What follows belongs to an exercise in optimizing a design on an open flow for small area, a short achievable clock period and few clock cycles per item; a production flow would make more cautious choices. RTL that was checked went through simulation tests only; none was proved equivalent to the original.

== try-onyx ==
==> flow/design.v (excerpt) <==
module fp_mul_sched_top (
    input  logic         clk,
    input  logic         reset_n,
    input  logic [3:0]   req_valid,
    input  logic [127:0] req_x,
    input  logic [127:0] req_y,
    output logic [3:0]   req_ready,
    output logic         res_valid,
    input  logic         res_ready,
    output logic [1:0]   res_id,
    output logic [31:0]  res_data,
    output logic [4:0]   res_flags,
    output logic         busy
);
    fp_mul_sched #(
        .EXP  (8),
        .MAN  (23),
        .NREQ (4)
    ) u_sched (
        .clk       (clk),
        .reset_n   (reset_n),
        .req_valid (req_valid),
        .req_x     (req_x),
        .req_y     (req_y),
        .req_ready (req_ready),
        .res_valid (res_valid),
        .res_ready (res_ready),
        .res_id    (res_id),
        .res_data  (res_data),
        .res_flags (res_flags),
        .busy      (busy)
    );
endmodule
Size: roughly 94 flip-flops, ~20000 sq um of cells after synthesis.
export LEC_CHECK = 0
export ABC_AREA = 1
export CAP_MARGIN = 20
export CORE_MARGIN = 2
export CORE_UTILIZATION = 40
export SETUP_SLACK_MARGIN = 3.0
export SLEW_MARGIN = 20
export SYNTH_HIERARCHICAL = 1
create_clock -name core_clock -period 10.5 [get_ports {clk}]
standard.sh (not shown) runs the stock make flow with config.mk's settings and CLKGATE_MAP_FILE= SYNTH_SCRIPT=/design/flow/synth_recipe.tcl, a recipe that flattens the netlist after the stock synthesis.
==> flow/flow/run.sh <==
#!/bin/bash
# Layout flow: the standard flow (standard.sh) with two changes after synthesis:
# the port buffers are the small sky130_fd_sc_hd__buf_1 instead of the delay cell
# buffer_ports picks by default, and timing repair may swap a cell for one with a
# different footprint (MATCH_CELL_FOOTPRINT=0), so those buffers can be resized.
# Synthesis is the standard one, unchanged. Each step's output goes to its own log here.
set -uo pipefail
bash standard.sh synth > synth.log 2>&1 || exit 1
bash standard.sh "BUFFER_PORTS_ARGS=-buffer_cell sky130_fd_sc_hd__buf_1" MATCH_CELL_FOOTPRINT=0 finish > layout.log 2>&1 || exit 1
try-onyx was carried through to the last stage, and its layout satisfied the timing, DRC and antenna checks.
Testbench counts of try-onyx, summed over its fixed seeds: cycles 2,056, items 2,048.
> inputs changed (try-onyx -> try-quartz)
# try-onyx
export LEC_CHECK = 0
export ABC_AREA = 1
export CAP_MARGIN = 20
export CORE_MARGIN = 2
export CORE_UTILIZATION = 40
export SETUP_SLACK_MARGIN = 3.0
export SLEW_MARGIN = 20
export SYNTH_HIERARCHICAL = 1
create_clock -name core_clock -period 10.5 [get_ports {clk}]
# try-quartz
export LEC_CHECK = 0
export ABC_AREA = 1
export CAP_MARGIN = 20
export CORE_MARGIN = 2
export CORE_UTILIZATION = 40
export SETUP_SLACK_MARGIN = 3.5
export SLEW_MARGIN = 20
export SYNTH_HIERARCHICAL = 1
create_clock -name core_clock -period 10.5 [get_ports {clk}]
[summary]
- try-quartz completed end to end with timing, DRC and antenna clean.
- First-pass GRT wire length: try-quartz higher than try-onyx
- Measured against each other, try-quartz and try-onyx differ in met2 routed wirelength, the lower figure coming from try-onyx.
Setup changes, try-quartz to try-zinc
# try-quartz
export LEC_CHECK = 0
export ABC_AREA = 1
export CAP_MARGIN = 20
export CORE_MARGIN = 2
export CORE_UTILIZATION = 40
export SETUP_SLACK_MARGIN = 3.5
export SLEW_MARGIN = 20
export SYNTH_HIERARCHICAL = 1
create_clock -name core_clock -period 10.5 [get_ports {clk}]
# try-zinc
export LEC_CHECK = 0
export CAP_MARGIN = 20
export CORE_MARGIN = 2
export CORE_UTILIZATION = 40
export SETUP_SLACK_MARGIN = 3.0
export SLEW_MARGIN = 20
export SYNTH_HIERARCHICAL = 1
create_clock -name core_clock -period 10.5 [get_ports {clk}]
Results
From try-zinc to try-quartz, number of buffers between clock root and the deepest sink did not move at all. When the final numbers for try-zinc and try-quartz were put side by side, the number of detailed-route iterations in the first pass turned out to be smaller in try-quartz. Between try-zinc and try-quartz, it is try-zinc whose met3 demand-to-capacity share in global routing is lower, by 3.2 points. Looking at share of synthesized cell area in and, or, nand and nor gates, try-zinc sits below try-quartz. On worst hold margin, try-zinc does better than try-quartz. Going from try-quartz to try-zinc, number of gates resized after CTS fell by 37; area of all placed cells without fillers fell by 3.0%; post-route worst setup slack fell by 430 ps.
Modified inputs, try-maple compared to try-zinc
# try-zinc
export LEC_CHECK = 0
export CAP_MARGIN = 20
export CORE_MARGIN = 2
export CORE_UTILIZATION = 40
export SETUP_SLACK_MARGIN = 3.0
export SLEW_MARGIN = 20
export SYNTH_HIERARCHICAL = 1
create_clock -name core_clock -period 10.5 [get_ports {clk}]
# try-maple
export LEC_CHECK = 0
export ABC_AREA = 1
export CAP_MARGIN = 20
export CORE_MARGIN = 2
export CORE_UTILIZATION = 40
export SETUP_SLACK_MARGIN = 4.0
export SLEW_MARGIN = 20
export SYNTH_HIERARCHICAL = 1
create_clock -name core_clock -period 10.5 [get_ports {clk}]
try-maple: no failed stages, no open violations at the end
try-maple ends up with a clock-buffer cell count that is 1 lower than in try-zinc.
Summary of try-maple over try-zinc: transition at the pin with the smallest max-transition slack saw a decrease; time the final worst path needs with I/O delays and setup saw a decrease; final instance area saw an increase.
Edits applied to the flow inputs when going from try-maple to try-cedar:
# try-maple
export LEC_CHECK = 0
export ABC_AREA = 1
export CAP_MARGIN = 20
export CORE_MARGIN = 2
export CORE_UTILIZATION = 40
export SETUP_SLACK_MARGIN = 4.0
export SLEW_MARGIN = 20
export SYNTH_HIERARCHICAL = 1
create_clock -name core_clock -period 10.5 [get_ports {clk}]
# try-cedar
export LEC_CHECK = 0
export ABC_AREA = 1
export CAP_MARGIN = 20
export CORE_MARGIN = 2
export CORE_UTILIZATION = 40
export PLACE_DENSITY = 0.8
export SETUP_SLACK_MARGIN = 3.5
export SLEW_MARGIN = 20
export SYNTH_HIERARCHICAL = 1
create_clock -name core_clock -period 10.5 [get_ports {clk}]
## What came out
- Design area: try-cedar vs try-maple down 7.4%
- Per the comparison of try-cedar with try-maple, total number of vias saw a decrease; count of non-CTS buffers in the layout saw a decrease.


## run 3
Another version of the RTL of fp_mul_sched_top (not shown whole).
Size in the first run: about 2300 cells after synthesis, about 120 flip-flops, ~310 I/O pins, about 20000 sq um of cells after synthesis.
==> flow/config.mk <==
export PLATFORM = sky130hd
export DESIGN_NAME = fp_mul_sched_top
export DESIGN_NICKNAME = fp_mul_sched_top
export VERILOG_FILES = /design/flow/design.v
export SDC_FILE = /design/flow/constraint.sdc
export NUM_CORES = 4
export LEC_CHECK = 0
export ABC_AREA = 1
export CAP_MARGIN = 20
export CORE_MARGIN = 2
export CORE_UTILIZATION = 40
export SETUP_SLACK_MARGIN = 4.0
export SLEW_MARGIN = 20
export SYNTH_HIERARCHICAL = 1
==> flow/constraint.sdc <==
create_clock -name core_clock -period 10.5 [get_ports {clk}]
set_input_delay 2.1000 -clock core_clock [delete_from_list [all_inputs] [get_ports {clk}]]
set_output_delay 2.1000 -clock core_clock [all_outputs]
set_load 0.01 [all_outputs]
Scripts as last shown in full above: flow/flow/run.sh
Setup changes, run 3 to run 4
- a change of SETUP_SLACK_MARGIN from 4.0 to 3.5
==> comparison <==
- Run 4: worst hold slack 0.0066 ns below run 3
- Setup slack | run 4 below run 3
- Between run 4 and run 3, routed wire length is lower for run 4, run 3 comes in above that.
- Total buffers and inverters traversed by the critical path (higher): run 3
No run of this note included a check of the RTL's function; only the layout flow was run.


fp_mul_sched_top, a different RTL version from the one above (not shown whole).
For scale: ~310 I/O pins, about 20,000 µm² of cells after synthesis.
==> flow/config.mk <==
export PLATFORM = sky130hd
export DESIGN_NAME = fp_mul_sched_top
export DESIGN_NICKNAME = fp_mul_sched_top
export VERILOG_FILES = /design/flow/design.v
export SDC_FILE = /design/flow/constraint.sdc
export NUM_CORES = 4
export LEC_CHECK = 0
export ABC_AREA = 1
export CAP_MARGIN = 20
export CORE_MARGIN = 2
export CORE_UTILIZATION = 40
export PLACE_DENSITY = 0.75
export SETUP_SLACK_MARGIN = 4.0
export SLEW_MARGIN = 20
export SYNTH_HIERARCHICAL = 1
==> flow/constraint.sdc <==
create_clock -name core_clock -period 10.5 [get_ports {clk}]
set_input_delay 2.1000 -clock core_clock [delete_from_list [all_inputs] [get_ports {clk}]]
set_output_delay 2.1000 -clock core_clock [all_outputs]
set_load 0.01 [all_outputs]
Scripts as last shown in full above: flow/flow/run.sh
The baseline finished with timing, DRC and antenna clean.
Testbench counts at the start, summed over its fixed seeds: cycles 2,056, items 2,048.
Rerun with:
CAP_MARGIN = 5   (was 20)
PLACE_DENSITY = unset   (was 0.75)
SLEW_MARGIN = 5   (was 20)
Result: The new run completed with no timing, DRC or antenna violations; via count drops by 0.94%; count of clock-buffer cells in the layout rose by 2; non-clock buffer count grows by 30.


## job 5263
fp_mul_sched_top again, from the RTL that the note above started with.
clock: 10.5 ns
lec_check: 0
abc_area: 1
cap_margin: 20
core_margin: 2
core_utilization: 40
place_density: 0.82
setup_slack_margin: 4.0
slew_margin: 20
synth_hierarchical: 1
Scripts as last shown in full above: flow/flow/run.sh
Testbench counts of job 5263, summed over its fixed seeds: cycles 2,056, items 2,048.
What job 8960 does differently from job 5263 at the input level:
# job 5263
export LEC_CHECK = 0
export ABC_AREA = 1
export CAP_MARGIN = 20
export CORE_MARGIN = 2
export CORE_UTILIZATION = 40
export PLACE_DENSITY = 0.82
export SETUP_SLACK_MARGIN = 4.0
export SLEW_MARGIN = 20
export SYNTH_HIERARCHICAL = 1
create_clock -name core_clock -period 10.5 [get_ports {clk}]
# job 8960
export LEC_CHECK = 0
export ABC_AREA = 1
export CAP_MARGIN = 20
export CORE_MARGIN = 2
export CORE_UTILIZATION = 55
export CTS_BUF_LIST = sky130_fd_sc_hd__clkbuf_4 sky130_fd_sc_hd__clkbuf_8
export PLACE_DENSITY = 0.75
export SETUP_SLACK_MARGIN = 4.0
export SLEW_MARGIN = 20
export SYNTH_HIERARCHICAL = 1
create_clock -name core_clock -period 10.5 [get_ports {clk}]
--- outcome ---
Job 5263 has lower met3 usage in global routing than job 8960. Taking job 5263 as the reference, in job 8960 relative area change from synthesis to final layout decreased by 0.42 points relative to the old numbers; final cell count dropped 169; fraction of layout instances using a drive strength above 1 went up by 1.4 points. Compared with job 5263, job 8960 shows a lower die span in y. NOTE: count of buffer and inverter cells on the critical path in job 8960 exceeds that of job 5263. Compared to job 5263, job 8960 shows a narrower setup margin. The lower share of the clock period used by the worst path came out of job 5263.
> inputs changed (job 8960 -> job 8426)
# job 8960
export LEC_CHECK = 0
export ABC_AREA = 1
export CAP_MARGIN = 20
export CORE_MARGIN = 2
export CORE_UTILIZATION = 55
export CTS_BUF_LIST = sky130_fd_sc_hd__clkbuf_4 sky130_fd_sc_hd__clkbuf_8
export PLACE_DENSITY = 0.75
export SETUP_SLACK_MARGIN = 4.0
export SLEW_MARGIN = 20
export SYNTH_HIERARCHICAL = 1
create_clock -name core_clock -period 10.5 [get_ports {clk}]
# job 8426
export LEC_CHECK = 0
export ABC_AREA = 1
export CAP_MARGIN = 20
export CORE_MARGIN = 2
export CORE_UTILIZATION = 40
export CTS_BUF_LIST = sky130_fd_sc_hd__clkbuf_4 sky130_fd_sc_hd__clkbuf_8
export PLACE_DENSITY = 0.75
export SETUP_SLACK_MARGIN = 4.0
export SLEW_MARGIN = 20
export SYNTH_HIERARCHICAL = 1
create_clock -name core_clock -period 10.5 [get_ports {clk}]
Notes after the runs:
The higher number of global-route vias before repair of job 8426 and job 8960 is in job 8960.
Job 8426 vs. job 8960: register-to-register slack picked up an extra 0.12 ns.
Job 8426 ended with less via count than job 8960.
Job 8426 vs job 8960: antenna diode count down in job 8426
Comparing job 8426 with job 8960, the sequential share of layout area came out essentially unchanged.
In the metrics for job 8426 and job 8960, the one carrying the higher non-clock buffer count is job 8960.
Edits applied to the flow inputs when going from job 8426 to job 9503:
# job 8426
export LEC_CHECK = 0
export ABC_AREA = 1
export CAP_MARGIN = 20
export CORE_MARGIN = 2
export CORE_UTILIZATION = 40
export CTS_BUF_LIST = sky130_fd_sc_hd__clkbuf_4 sky130_fd_sc_hd__clkbuf_8
export PLACE_DENSITY = 0.75
export SETUP_SLACK_MARGIN = 4.0
export SLEW_MARGIN = 20
export SYNTH_HIERARCHICAL = 1
create_clock -name core_clock -period 10.5 [get_ports {clk}]
# job 9503
export LEC_CHECK = 0
export ABC_AREA = 1
export CAP_MARGIN = 20
export CORE_MARGIN = 2
export CORE_UTILIZATION = 40
export GPL_ROUTABILITY_DRIVEN = 0
export SETUP_SLACK_MARGIN = 4.0
export SLEW_MARGIN = 20
export SYNTH_HIERARCHICAL = 1
create_clock -name core_clock -period 10.5 [get_ports {clk}]
Notes after the runs:
- Per the final summary, job 9503 finished and its layout is clean on timing, DRC and antenna.
- The setup slack of job 9503 is smaller than that of job 8426.
- When job 9503 is set beside job 8426, its initial antenna violation count turns out to be 2 smaller.
- Going from job 8426 to job 9503, global-route wire length before repair up about 7%, via count of the first global-routing pass up 5.0%.
- Compared with job 8426, the router placed more vias in job 9503.
- On cell area after layout, job 8426 beats job 9503.

## port drivers added, routing unchanged
No port has a modelled driver above. Below, the same layouts with a new extraction and two added sets of constraints. Step 1 (the two cells are an assumption about what drives the block):
set clk [get_ports {clk}]
set_driving_cell -lib_cell sky130_fd_sc_hd__clkbuf_16 $clk
set_driving_cell -lib_cell sky130_fd_sc_hd__buf_2 [delete_from_list [all_inputs] $clk]
Step 2 also shifts input and output timing later by t, the mid clock arrival at the registers, as if the neighbouring blocks saw the same clock. Three values: ideal ports, drivers, drivers and shift; two values: the first two.
run	t, ns	setup slack, ns	slew at the worst register clock pin (ns)
try-onyx	0.431	3.195 / 3.211 / 2.780	0.09 / 0.09
try-quartz	0.431	3.561 / 3.577 / 3.146	0.09 / 0.09
try-zinc	0.453	3.130 / 3.157 / 2.705	0.09 / 0.09
try-maple	0.438	3.871 / 3.860 / 3.422	0.09 / 0.09
try-cedar	0.419	3.571 / 3.603 / 3.184	0.08 / 0.08
run 3	0.493	3.939 / 3.969 / 3.476	0.07 / 0.07
run 4	0.502	3.596 / 3.608 / 3.107	0.07 / 0.07
the first run of note 3	0.509	4.062 / 4.082 / 3.573	0.07 / 0.07
the second run of note 3	0.514	4.110 / 4.137 / 3.622	0.07 / 0.07
job 5263	0.498	4.037 / 4.049 / 3.550	0.08 / 0.08
job 8960	0.541	3.982 / 3.974 / 3.433	0.10 / 0.10
job 8426	0.542	4.126 / 4.158 / 3.616	0.10 / 0.10
job 9503	0.504	4.002 / 4.032 / 3.528	0.08 / 0.08
After both steps every run listed still meets setup and hold. The setup slack of job 8960, which loses most, moves by -0.008 ns with the drivers and by -0.549 ns with both steps.
